What follows belongs to an exercise in optimizing a design on an open flow for small area, a short achievable clock period and few clock cycles per item; a production flow would make more cautious choices. Where RTL was checked, it was by simulation tests only, not by an equivalence proof against the original. No activity file was given, so power comes from the tool's default toggle rates.

JK:
==> flow/design.v <==
module psa_cell (
  input  wire       clk,
  input  wire       rst_n,
  input  wire       ld,         
  input  wire [3:0] slv,
  input  wire [3:0] dlv,
  input  wire       slv_nz,
  input  wire       dlv_nz,
  input  wire       age,        
  input  wire       set_w,      
  input  wire       clr_w,      
  input  wire       set_ran,    
  input  wire       running,    
  output wire       w,          
  output reg        ran,
  output reg        qnz,        
  output reg  [3:0] cur,
  output wire       riser,      
  output wire       dropper,    
  output wire       stayer      
);
  reg  [3:0] base;
  reg        w_r;
  assign w = w_r & ~running;
  wire listed = w & qnz;
  assign riser   = listed & ~ran & ~(&cur);
  wire [3:0] gtb = cur & ~base;
  wire [3:0] eqb = ~(cur ^ base);
  wire cur_gt = gtb[3] | (eqb[3] & (gtb[2] | (eqb[2] & (gtb[1] | (eqb[1] & gtb[0])))));
  assign dropper = listed & ran & cur_gt;
  assign stayer  = listed & ~riser & ~dropper;
  wire up = age & riser;
  wire dn = age & dropper;
  wire [3:0] tg;
  assign tg[0] = up | dn;
  assign tg[1] = (up & cur[0]) | (dn & ~cur[0]);
  assign tg[2] = (up & cur[0] & cur[1]) | (dn & ~cur[0] & ~cur[1]);
  assign tg[3] = (up & cur[0] & cur[1] & cur[2]) | (dn & ~cur[0] & ~cur[1] & ~cur[2]);
  always @(posedge clk) begin
    if (!rst_n) begin
      w_r <= 1'b0;
      ran <= 1'b0;
    end else begin
      if (set_w) w_r <= 1'b1;
      else if (clr_w) w_r <= 1'b0;
      if (set_ran) ran <= 1'b1;
      else if (age & listed & ran & ~dropper) ran <= 1'b0;
    end
    if (ld) begin
      base <= slv;
      cur  <= dlv;
      qnz  <= slv_nz & dlv_nz;
    end else begin
      cur  <= cur ^ tg;
    end
  end
endmodule
module psa_ctrl (
  input  wire        clk,
  input  wire        rst_n,
  input  wire        in_valid,
  output wire        in_stall,
  input  wire [15:0] in_data,
  output reg         out_valid,
  input  wire        out_stall,
  output wire [9:0]  out_data,
  output reg  [15:0] req,
  output wire        go,            
  output wire        done,          
  input  wire        hold,          
  input  wire [5:0]  run_fields,    
  input  wire [3:0]  result         
);
  reg       req_v;
  reg [3:0] res_r;
  assign go       = req_v & (~out_valid | ~out_stall);
  assign done     = go & ~hold;
  assign in_stall = req_v & ~done;
  assign out_data = {run_fields, res_r};
  always @(posedge clk) begin
    if (!rst_n) begin
      req_v     <= 1'b0;
      out_valid <= 1'b0;
    end else begin
      if (in_valid & ~in_stall) req_v <= 1'b1;
      else if (done) req_v <= 1'b0;
      if (done) out_valid <= 1'b1;
      else if (~out_stall) out_valid <= 1'b0;
    end
    if (in_valid & ~in_stall) req <= in_data;
    if (done) res_r <= result;
  end
endmodule
module priority_scheduler_with_aging_top (
  input  wire        clk,
  input  wire        rst_n,
  input  wire        in_valid,
  output wire        in_stall,
  input  wire [15:0] in_data,
  output wire        out_valid,
  input  wire        out_stall,
  output wire [9:0]  out_data
);
  localparam [1:0] OP_ADD = 2'd0, OP_REMOVE = 2'd1, OP_FINISH = 2'd2, OP_TICK = 2'd3;
  wire [15:0] req;
  wire        go, done;
  reg         pend;          
  reg  [15:0] b1_r;
  wire [3:0]  result;
  reg  [15:0] run;           
  reg  [3:0]  run_lv;        
  reg  [1:0]  tick;
  reg  [4:0]  run_id;
  integer k;
  always @(*) begin
    run_id = 5'd0;
    for (k = 0; k < 16; k = k + 1)
      run_id = run_id | ({5{run[k]}} & (k + 1));
  end
  psa_ctrl u_ctrl (
    .clk(clk), .rst_n(rst_n), .in_valid(in_valid), .in_stall(in_stall),
    .in_data(in_data), .out_valid(out_valid), .out_stall(out_stall),
    .out_data(out_data), .req(req), .go(go), .done(done), .hold(hold),
    .run_fields({|run, run_id}), .result(result)
  );
  wire [1:0] op  = req[15:14];
  wire [4:0] id  = req[13:9];
  wire [3:0] slv = req[8:5];
  wire [3:0] dlv = req[4:1];
  wire       rdy = req[0];
  wire [15:0] w, ran, qnz, riser, dropper, stayer;
  wire [3:0]  cur [0:15];
  wire        id_ok   = id[4] ? (id[3:0] == 4'd0) : (id[3:0] != 4'd0);
  wire [3:0]  idx     = id[3:0] - 4'd1;
  wire        is_add  = (op == OP_ADD);
  wire        is_rm   = (op == OP_REMOVE);
  wire        is_fin  = (op == OP_FINISH);
  wire        is_tck  = (op == OP_TICK);
  wire        aging   = is_tck & (tick == 2'd2);
  wire        aging_x = done & aging;
  wire        run_none = ~(|run);
  reg  [15:0] sel;
  always @(*)
    for (k = 0; k < 16; k = k + 1)
      sel[k] = id_ok & (idx == k);
  always @(*) begin
    run_lv = 4'd0;
    for (k = 0; k < 16; k = k + 1)
      run_lv = run_lv | ({4{run[k]}} & cur[k]);
  end
  reg  [3:0]  id_cur;
  always @(*) begin
    id_cur = 4'd0;
    for (k = 0; k < 16; k = k + 1)
      id_cur = id_cur | ({4{sel[k]}} & cur[k]);
  end
  wire        id_w   = |(w & sel);
  wire add_ok   = is_add & id_ok & rdy & ~(|(run & sel));
  wire add_pre  = add_ok & ~run_none & (slv != 4'd0) & (dlv > run_lv);
  wire add_run  = add_ok & (run_none | add_pre);
  wire add_wait = add_ok & ~add_run;
  wire rm_ok    = is_rm & id_ok & id_w & (id_cur == dlv);
  reg  [15:0] q3, q2, q1, q0;
  reg  [3:0]  qmax;
  reg  [15:0] top, eh, h3, h2, h1, h0, l3, l2, l1, l0;
  always @(*) begin
    for (k = 0; k < 16; k = k + 1) begin
      q3[k] = qnz[k] & cur[k][3];
      q2[k] = qnz[k] & cur[k][2];
      q1[k] = qnz[k] & cur[k][1];
      q0[k] = qnz[k] & cur[k][0];
    end
    h3 = w & q3 & q2;
    h2 = w & q3 & ~q2;
    h1 = w & ~q3 & q2;
    h0 = w & ~q3 & ~q2;
    qmax[3:2] = (|h3) ? 2'd3 : (|h2) ? 2'd2 : (|h1) ? 2'd1 : 2'd0;
    eh = (|h3) ? h3 : (|h2) ? h2 : (|h1) ? h1 : h0;
    l3 = eh & q1 & q0;
    l2 = eh & q1 & ~q0;
    l1 = eh & ~q1 & q0;
    l0 = eh & ~q1 & ~q0;
    qmax[1:0] = (|l3) ? 2'd3 : (|l2) ? 2'd2 : (|l1) ? 2'd1 : 2'd0;
    top = (|l3) ? l3 : (|l2) ? l2 : (|l1) ? l1 : l0;
  end
  wire [15:0] lv_eq = top & {16{qmax == run_lv}};
  wire [15:0] cand_age = riser & lv_eq;
  wire [15:0] cand = top & (is_fin ? 16'hffff : (riser & {16{qmax == run_lv}}));
  reg  [15:0] older [0:15];      
  reg  [15:0] xo;                
  wire [119:0] m;
  integer i, j;
  always @(*) begin
    for (i = 0; i < 16; i = i + 1)
      for (j = 0; j < 16; j = j + 1)
        if (i == j) older[i][j] = 1'b0;
        else if (i < j) older[i][j] = m[j*(j-1)/2 + i];
        else older[i][j] = ~m[i*(i-1)/2 + j];
    for (j = 0; j < 16; j = j + 1) begin
      xo[j] = 1'b0;
      for (i = 0; i < 16; i = i + 1)
        xo[j] = xo[j] | (cand[i] & older[i][j]);
    end
  end
  wire [15:0] pick = cand & ~xo;
  wire age_pre = aging & (|cand_age);
  wire pre_any = add_pre | age_pre;
  wire need2 = aging & (|stayer) & ((|dropper) | (|cand_age));
  wire hold  = pend & ~(is_rm | (is_tck & ~aging));
  wire [15:0] set_ran = (sel & {16{done & add_run}}) | (run & {16{done & (is_fin | pre_any)}});
  wire [15:0] clr_w   = (sel & {16{done & (add_run | rm_ok)}}) | (run & {16{done & is_fin}});
  wire [15:0] set_w   = (sel & {16{done & add_wait}}) | (run & {16{done & pre_any}});
  wire [15:0] ld      = sel & {16{done & add_ok}};
  genvar g;
  generate
    for (g = 0; g < 16; g = g + 1) begin : g_cell
      psa_cell u_cell (
        .clk(clk), .rst_n(rst_n), .ld(ld[g]), .slv(slv), .dlv(dlv),
        .slv_nz(slv != 4'd0), .dlv_nz(dlv != 4'd0), .age(aging_x),
        .set_w(set_w[g]), .clr_w(clr_w[g]), .set_ran(set_ran[g]), .running(run[g]),
        .w(w[g]), .ran(ran[g]), .qnz(qnz[g]), .cur(cur[g]),
        .riser(riser[g]), .dropper(dropper[g]), .stayer(stayer[g])
      );
    end
  endgenerate
  wire [15:0] b_add = (sel & {16{add_ok}}) | run;
  wire [15:0] b_age = (|stayer) ? stayer : (dropper | run);
  wire [15:0] b = pend ? ({16{go}} & b1_r) :
                  ({16{done}} & (is_add ? b_add : aging ? b_age : 16'd0));
  always @(posedge clk) begin
    if (!rst_n) pend <= 1'b0;
    else if (go) pend <= done & need2;
    if (done & need2) b1_r <= dropper | (stayer & lv_eq & xo) | run;
  end
  genvar gi, gj;
  generate
    for (gj = 1; gj < 16; gj = gj + 1) begin : g_row
      for (gi = 0; gi < gj; gi = gi + 1) begin : g_bit
        reg mb;
        always @(posedge clk) mb <= (mb & ~b[gi]) | (mb & b[gj]) | (~b[gi] & b[gj]);
        assign m[gj*(gj-1)/2 + gi] = mb;
      end
    end
  endgenerate
  wire [1:0] status = (is_add & ~add_ok) ? 2'd1 : (is_rm & ~rm_ok) ? 2'd2 : 2'd0;
  assign result = {status, pre_any, aging};
  always @(posedge clk) begin
    if (!rst_n) begin
      run  <= 16'd0;
      tick <= 2'd0;
    end else if (done) begin
      if (add_run) run <= sel;
      else if (is_fin | age_pre) run <= pick;
      if (is_tck) tick <= aging ? 2'd0 : tick + 2'd1;
    end
  end
endmodule
export LEC_CHECK = 0
export ABC_AREA = 1
export CAP_MARGIN = 20
export CORE_MARGIN = 2
export CORE_UTILIZATION = 30
export SETUP_SLACK_MARGIN = 3
export SLEW_MARGIN = 20
create_clock -name core_clock -period 8.0 [get_ports {clk}]
run.sh (not shown) runs the stock make flow with config.mk's settings and CLKGATE_MAP_FILE= SYNTH_SCRIPT=/design/flow/synth_recipe.tcl, a recipe that flattens the netlist after the stock synthesis.
Testbench counts of JK, summed over its fixed seeds: cycles 3,241, items 3,200.
Changes in MS relative to JK:
-- flow/design.v --
<<< JK, line 11
  input  wire       clr_w,      
  input  wire       set_ran,    
  input  wire       running,    
  output wire       w,          
  output reg        ran,
  output reg        qnz,        
>>> MS, line 11
  input  wire       clr_w,      
  input  wire       set_ran,    
  output reg        w,
  output reg        ran,
  output reg        qnz,        
<<< JK, line 21
);
  reg  [3:0] base;
  reg        w_r;
  assign w = w_r & ~running;
  wire listed = w & qnz;
  assign riser   = listed & ~ran & ~(&cur);
>>> MS, line 20
);
  reg  [3:0] base;
  wire listed = w & qnz;
  assign riser   = listed & ~ran & ~(&cur);
<<< JK, line 39
  always @(posedge clk) begin
    if (!rst_n) begin
      w_r <= 1'b0;
      ran <= 1'b0;
    end else begin
      if (set_w) w_r <= 1'b1;
      else if (clr_w) w_r <= 1'b0;
      if (set_ran) ran <= 1'b1;
      else if (age & listed & ran & ~dropper) ran <= 1'b0;
>>> MS, line 36
  always @(posedge clk) begin
    if (!rst_n) begin
      w   <= 1'b0;
      ran <= 1'b0;
    end else begin
      if (set_w) w <= 1'b1;
      else if (clr_w) w <= 1'b0;
      if (set_ran) ran <= 1'b1;
      else if (age & listed & ran & ~dropper) ran <= 1'b0;
<<< JK, line 208
  wire need2 = aging & (|stayer) & ((|dropper) | (|cand_age));
  wire hold  = pend & ~(is_rm | (is_tck & ~aging));
  wire [15:0] set_ran = (sel & {16{done & add_run}}) | (run & {16{done & (is_fin | pre_any)}});
  wire [15:0] clr_w   = (sel & {16{done & (add_run | rm_ok)}}) | (run & {16{done & is_fin}});
  wire [15:0] set_w   = (sel & {16{done & add_wait}}) | (run & {16{done & pre_any}});
  wire [15:0] ld      = sel & {16{done & add_ok}};
>>> MS, line 205
  wire need2 = aging & (|stayer) & ((|dropper) | (|cand_age));
  wire hold  = pend & ~(is_rm | (is_tck & ~aging));
  wire [15:0] picked  = pick & {16{done & (is_fin | aging)}};
  wire [15:0] set_ran = (sel & {16{done & add_run}}) | picked;
  wire [15:0] clr_w   = set_ran | (sel & {16{done & rm_ok}});
  wire [15:0] set_w   = (sel & {16{done & add_wait}}) | (run & {16{done & pre_any}});
  wire [15:0] ld      = sel & {16{done & add_ok}};
<<< JK, line 218
        .clk(clk), .rst_n(rst_n), .ld(ld[g]), .slv(slv), .dlv(dlv),
        .slv_nz(slv != 4'd0), .dlv_nz(dlv != 4'd0), .age(aging_x),
        .set_w(set_w[g]), .clr_w(clr_w[g]), .set_ran(set_ran[g]), .running(run[g]),
        .w(w[g]), .ran(ran[g]), .qnz(qnz[g]), .cur(cur[g]),
        .riser(riser[g]), .dropper(dropper[g]), .stayer(stayer[g])
>>> MS, line 216
        .clk(clk), .rst_n(rst_n), .ld(ld[g]), .slv(slv), .dlv(dlv),
        .slv_nz(slv != 4'd0), .dlv_nz(dlv != 4'd0), .age(aging_x),
        .set_w(set_w[g]), .clr_w(clr_w[g]), .set_ran(set_ran[g]),
        .w(w[g]), .ran(ran[g]), .qnz(qnz[g]), .cur(cur[g]),
        .riser(riser[g]), .dropper(dropper[g]), .stayer(stayer[g])
==> run notes <==
Taking JK as the reference, in MS via count fell by about 8%, synthesized instance count fell by 4.3%, post-cts gate resize count fell by about 1.7%, instance count on the critical path rose by 10, relative contribution of the clock network to total power rose by 4.6 points.
Testbench counts of MS, summed over its fixed seeds: cycles 3,241, items 3,200.

---

Another version of the RTL of priority_scheduler_with_aging_top (not shown whole).
Size in the first run: about 3400 cells after synthesis, about 0.023 mm² of cells after synthesis.
export LEC_CHECK = 0
export ABC_AREA = 1
export CAP_MARGIN = 20
export CORE_MARGIN = 2
export CORE_UTILIZATION = 30
export SETUP_SLACK_MARGIN = 3
export SLEW_MARGIN = 20
create_clock -name core_clock -period 8.0 [get_ports {clk}]
Change:
--- a/flow/design.v
+++ b/flow/design.v
@@ -12,25 +12,28 @@
   input  wire       set_ran,    
   output reg        w,
   output reg        ran,
   output reg        qnz,        
   output reg  [3:0] cur,
   output wire       riser,      
   output wire       dropper,    
   output wire       stayer      
 );
   reg  [3:0] base;
   wire listed = w & qnz;
   assign riser   = listed & ~ran & ~(&cur);
-  assign dropper = listed & ran & (cur > base);
+  wire [3:0] gtb = cur & ~base;
+  wire [3:0] eqb = ~(cur ^ base);
+  wire cur_gt = gtb[3] | (eqb[3] & (gtb[2] | (eqb[2] & (gtb[1] | (eqb[1] & gtb[0])))));
+  assign dropper = listed & ran & cur_gt;
   assign stayer  = listed & ~riser & ~dropper;
   wire up = age & riser;
   wire dn = age & dropper;
   wire [3:0] tg;
   assign tg[0] = up | dn;
   assign tg[1] = (up & cur[0]) | (dn & ~cur[0]);
   assign tg[2] = (up & cur[0] & cur[1]) | (dn & ~cur[0] & ~cur[1]);
   assign tg[3] = (up & cur[0] & cur[1] & cur[2]) | (dn & ~cur[0] & ~cur[1] & ~cur[2]);
   always @(posedge clk) begin
     if (!rst_n) begin
       w   <= 1'b0;
       ran <= 1'b0;
@@ -133,50 +136,59 @@
   wire        aging   = is_tck & (tick == 2'd2);
   wire        aging_x = done & aging;
   wire        run_none = ~(|run);
   reg  [15:0] sel;
   always @(*)
     for (k = 0; k < 16; k = k + 1)
       sel[k] = id_ok & (idx == k);
   always @(*) begin
     run_lv = 4'd0;
     for (k = 0; k < 16; k = k + 1)
       run_lv = run_lv | ({4{run[k]}} & cur[k]);
   end
-  wire [3:0]  id_cur = cur[idx];
+  reg  [3:0]  id_cur;
+  always @(*) begin
+    id_cur = 4'd0;
+    for (k = 0; k < 16; k = k + 1)
+      id_cur = id_cur | ({4{sel[k]}} & cur[k]);
+  end
   wire        id_w   = |(w & sel);
   wire add_ok   = is_add & id_ok & rdy & ~(|(run & sel));
   wire add_pre  = add_ok & ~run_none & (slv != 4'd0) & (dlv > run_lv);
   wire add_run  = add_ok & (run_none | add_pre);
   wire add_wait = add_ok & ~add_run;
   wire rm_ok    = is_rm & id_ok & id_w & (id_cur == dlv);
-  reg  [15:0] e2, e1, e0;
   reg  [15:0] q3, q2, q1, q0;
   reg  [3:0]  qmax;
+  reg  [15:0] top, eh, h3, h2, h1, h0, l3, l2, l1, l0;
   always @(*) begin
     for (k = 0; k < 16; k = k + 1) begin
       q3[k] = qnz[k] & cur[k][3];
       q2[k] = qnz[k] & cur[k][2];
       q1[k] = qnz[k] & cur[k][1];
       q0[k] = qnz[k] & cur[k][0];
     end
-    qmax[3] = |(w & q3);
-    e2 = w  & ~({16{qmax[3]}} & ~q3);
-    qmax[2] = |(e2 & q2);
-    e1 = e2 & ~({16{qmax[2]}} & ~q2);
-    qmax[1] = |(e1 & q1);
-    e0 = e1 & ~({16{qmax[1]}} & ~q1);
-    qmax[0] = |(e0 & q0);
-  end
-  wire [15:0] top   = e0 & ~({16{qmax[0]}} & ~q0);
+    h3 = w & q3 & q2;
+    h2 = w & q3 & ~q2;
+    h1 = w & ~q3 & q2;
+    h0 = w & ~q3 & ~q2;
+    qmax[3:2] = (|h3) ? 2'd3 : (|h2) ? 2'd2 : (|h1) ? 2'd1 : 2'd0;
+    eh = (|h3) ? h3 : (|h2) ? h2 : (|h1) ? h1 : h0;
+    l3 = eh & q1 & q0;
+    l2 = eh & q1 & ~q0;
+    l1 = eh & ~q1 & q0;
+    l0 = eh & ~q1 & ~q0;
+    qmax[1:0] = (|l3) ? 2'd3 : (|l2) ? 2'd2 : (|l1) ? 2'd1 : 2'd0;
+    top = (|l3) ? l3 : (|l2) ? l2 : (|l1) ? l1 : l0;
+  end
   wire [15:0] lv_eq = top & {16{qmax == run_lv}};
   wire [15:0] cand_age = riser & lv_eq;
   wire [15:0] cand = top & (is_fin ? 16'hffff : (riser & {16{qmax == run_lv}}));
   reg  [15:0] older [0:15];      
   reg  [15:0] xo;                
   wire [119:0] m;
   integer i, j;
   always @(*) begin
     for (i = 0; i < 16; i = i + 1)
       for (j = 0; j < 16; j = j + 1)
         if (i == j) older[i][j] = 1'b0;
         else if (i < j) older[i][j] = m[j*(j-1)/2 + i];
Synthesized cell count increases by 4.0%.
Flip-flop and latch count does not change.
Cell count increases by 1.2%.
Synthesized area increases by 1.8%.
Non-clock buffer count decreases by 112.
Setup slack gets better by 0.21 ns.
Fmax increases by about 4%.
Die area increases by 1.7%.
Core utilization decreases by 2.5 points.
Critical path depth decreases by 7.
Global-route usage increases by 0.64 points.
Function was not checked in any run of this note: the RTL went through the layout flow alone.

what the ideal ports hide:
No port has a modelled driver above. Below, the same layouts with a new extraction and two added sets of constraints. Step 1: set_driving_cell puts a clkbuf_16 on clk and a buf_2 on each other input, an assumption about the parent block. Step 2 times the ports against the registers' clock, not the clock port: input delays grow and output delays shrink by t, the midpoint of the rising clock arrivals with the driver on. Three values: ideal ports, drivers, drivers and shift; two values: the first two.
run | shift t [ns] | slack for setup (ns) | hold slack, ns
JK | 0.649 | 2.964 / 2.964 / 2.964 | 0.477 / 0.477 / 0.477
MS | 0.655 | 3.078 / 3.077 / 3.028 | 0.464 / 0.464 / 0.464
the first run of note 2 | 0.653 | 2.767 / 2.767 / 2.767 | 0.450 / 0.450 / 0.450
the second run of note 2 | 0.668 | 2.977 / 2.977 / 2.789 | 0.465 / 0.465 / 0.465
After both steps every run listed still meets setup and hold. The setup slack of the second run of note 2, which loses most, moves by 0.000 ns with the drivers and by -0.188 ns with both steps.
